This is an optimization exercise on Yosys and OpenROAD, whose aim is small area, not a production implementation. Only simulation tests tie the RTL to the original design; equivalence was not proved.

## lane 1
Design aurora_lane, start of the top module:
module aurora_lane
#(
    parameter int SH_CNT_MAX     = 64,
    parameter int SH_INVALID_MAX = 16
) (
    input  logic                 clk160,
    input  logic                 rst,
    input  logic [aurora_pkg::PAYLOAD_W-1:0] tx_data_i,
    input  aurora_pkg::sync_hdr_e            tx_sync_i,
    output logic                 tx_data_next_o,
    output logic [aurora_pkg::BYTE_W-1:0]    tx_byte_o,
    input  logic [aurora_pkg::BYTE_W-1:0]    rx_byte_i,
    output logic [aurora_pkg::PAYLOAD_W-1:0] rx_data_o,
    output aurora_pkg::sync_hdr_e            rx_sync_o,
    output logic                 rx_valid_o,
    output logic                 block_lock_o
);
For scale: about 930 cells after synthesis, roughly 150 I/O pins, roughly 0.010 mm² of cells after synthesis.
export LEC_CHECK = 0
export CAP_MARGIN = 20
export CELL_PAD_IN_SITES_DETAIL_PLACEMENT = 1
export CELL_PAD_IN_SITES_GLOBAL_PLACEMENT = 2
export CORE_MARGIN = 2
export CORE_UTILIZATION = 40
export SLEW_MARGIN = 20
create_clock -name core_clock -period 6.25 [get_ports {clk160}]
standard.sh (not shown) runs the stock make flow with config.mk's settings and CLKGATE_MAP_FILE= SYNTH_SCRIPT=/design/flow/synth_recipe.tcl, a recipe that flattens the netlist after the stock synthesis.
==> flow/flow/run.sh <==
#!/bin/bash
# Own layout flow: the standard flow, with three changes.
#  1. After the standard synthesis, the combinational cells are mapped again by
#     ABC for area with a few scripts, keeping the smallest result; flip-flops
#     are left exactly as the standard synthesis made them.
#  2. Port buffers are the smallest buffer cell.
#  3. CTS without dummy loads.
# Every tool writes its full output to a log of its own in this folder.
set -euo pipefail
W=$PWD
R=$W/orfs/results/$FLOW_PLATFORM/aurora_lane/base
LIB=$FLOW_HOME/platforms/$FLOW_PLATFORM/lib/sky130_fd_sc_hd__tt_025C_1v80.lib

export CTS_ARGS="-sink_clustering_enable -repair_clock_nets -dont_use_dummy_load -buf_list sky130_fd_sc_hd__clkbuf_16 -sink_clustering_size 30 -sink_clustering_max_diameter 80"
export BUFFER_PORTS_ARGS="-buffer_cell sky130_fd_sc_hd__buf_1"

bash standard.sh synth > $W/log_1_standard_synth.txt 2>&1
cp $R/1_2_yosys.v $W/std_1_2_yosys.v

DU=""
for c in $(cat $W/flow/dont_use.txt); do DU="$DU -dont_use $c"; done
FLOPS=$(grep -oE "sky130_fd_sc_hd__[a-z0-9_]+" $W/std_1_2_yosys.v | sort -u | grep -E "__(df|edf|sdf|dl)" | tr '\n' ' ')
best=""
best_area=""
for s in $W/flow/abc_*.abc; do
  n=$(basename $s .abc)
  cat > $W/remap_$n.ys <<EOF
read_liberty -ignore_miss_func $LIB
read_verilog $W/std_1_2_yosys.v
hierarchy -top $FLOW_TOP
setattr -mod -set keep_hierarchy 1 $FLOPS
flatten
opt_clean
abc -script $s -liberty $LIB $DU
opt_clean -purge
blackbox $FLOPS
hilomap -singleton -hicell sky130_fd_sc_hd__conb_1 HI -locell sky130_fd_sc_hd__conb_1 LO
insbuf -buf sky130_fd_sc_hd__buf_4 A X
splitnets
opt_clean -purge
tee -o $W/remap_$n.stat stat -liberty $LIB
write_verilog -noattr -nohex -nodec $W/remap_$n.v
EOF
  if yosys -s $W/remap_$n.ys > $W/log_2_remap_$n.txt 2>&1; then
    a=$(grep "Chip area for module" $W/remap_$n.stat | head -1 | awk '{print $NF}')
    echo "$n $a" >> $W/remap_areas.txt
    if [[ -z "$best_area" ]] || awk -v a="$a" -v b="$best_area" 'BEGIN{exit !(a<b)}'; then
      best=$n; best_area=$a
    fi
  fi
done
echo "best $best $best_area" >> $W/remap_areas.txt
cp $W/remap_$best.v $R/1_2_yosys.v
rm -f $R/1_synth.odb $R/1_synth.sdc
bash standard.sh > $W/log_3_standard_layout.txt 2>&1
==> flow/flow/abc_2.abc <==
strash
&get -n
&nf -a
&put
==> flow/flow/abc_3.abc <==
strash
dch -f
amap
Other scripts of this flow, unchanged in this note and not shown: flow/flow/abc_1.abc, flow/flow/abc_4.abc, flow/flow/abc_5.abc, flow/flow/dont_use.txt
> inputs changed (lane 1 -> lane 2)
==> flow/flow/abc_6.abc (new file) <==
strash
&get -n
&fraig -x
&put
scorr
dc2
strash
&get -n
&dch -f
&nf -R 1000 -E 100
&put
==> flow/flow/abc_7.abc (new file) <==
strash
&get -n
&fraig -x
&put
scorr
dc2
strash
&get -n
&dch -f
&nf -R 1000 -E 100 -C 32 -F 8 -A 4
&put
==> flow/flow/abc_8.abc (new file) <==
strash
dc2
strash
&get -n
&dch -f
&nf -R 1000 -E 100
&put
==> flow/flow/abc_9.abc (new file) <==
strash
&get -n
&fraig -x
&put
scorr
dc2
strash
&get -n
&dch -f
&nf -R 1000 -E 10 -p -C 32 -F 8
&put
removed: flow/flow/abc_2.abc
removed: flow/flow/abc_3.abc
Findings:
- The critical path depth of lane 2 is higher than that of lane 1.
- Summary of lane 2 over lane 1: fraction of standard cell area that is sequential grew by 0.97 points, area growth from synthesis to layout increased by 0.97 points relative to the old numbers, design area now sits lower, share of cells above drive strength 1 went up.
- Of lane 2 and lane 1, it is lane 2 that has the lower wire length of the first global-routing pass.
- Every stage of the flow completed for lane 2, and the final layout passed the timing, DRC and antenna checks.
- Met3 wire length: lane 2 vs lane 1 up about 20%

afterwards: timing with drivers on the ports:
Ports are ideal in the flow. The routed layouts listed here were re-timed in OpenROAD. Step 1 assumes that a clkbuf_16 drives the clock port and a buf_2 every other input. Step 2 adds t to the input delays and takes it off the output delays; t is the mean of the earliest and latest rising clock arrival at the registers after step 1. Input paths then give back, and output paths get back, about the clock's delay inside the block. Slacks: no drivers / after step 1 / after step 2; pairs: no drivers / after step 1.
run	t, ns	setup slack, ns	worst slew at a driven data input, ns
lane 1	0.532	1.628 / 1.578 / 2.110	0.05
lane 2	0.537	1.317 / 1.264 / 1.801	0.08
After both steps every run listed still meets setup and hold.
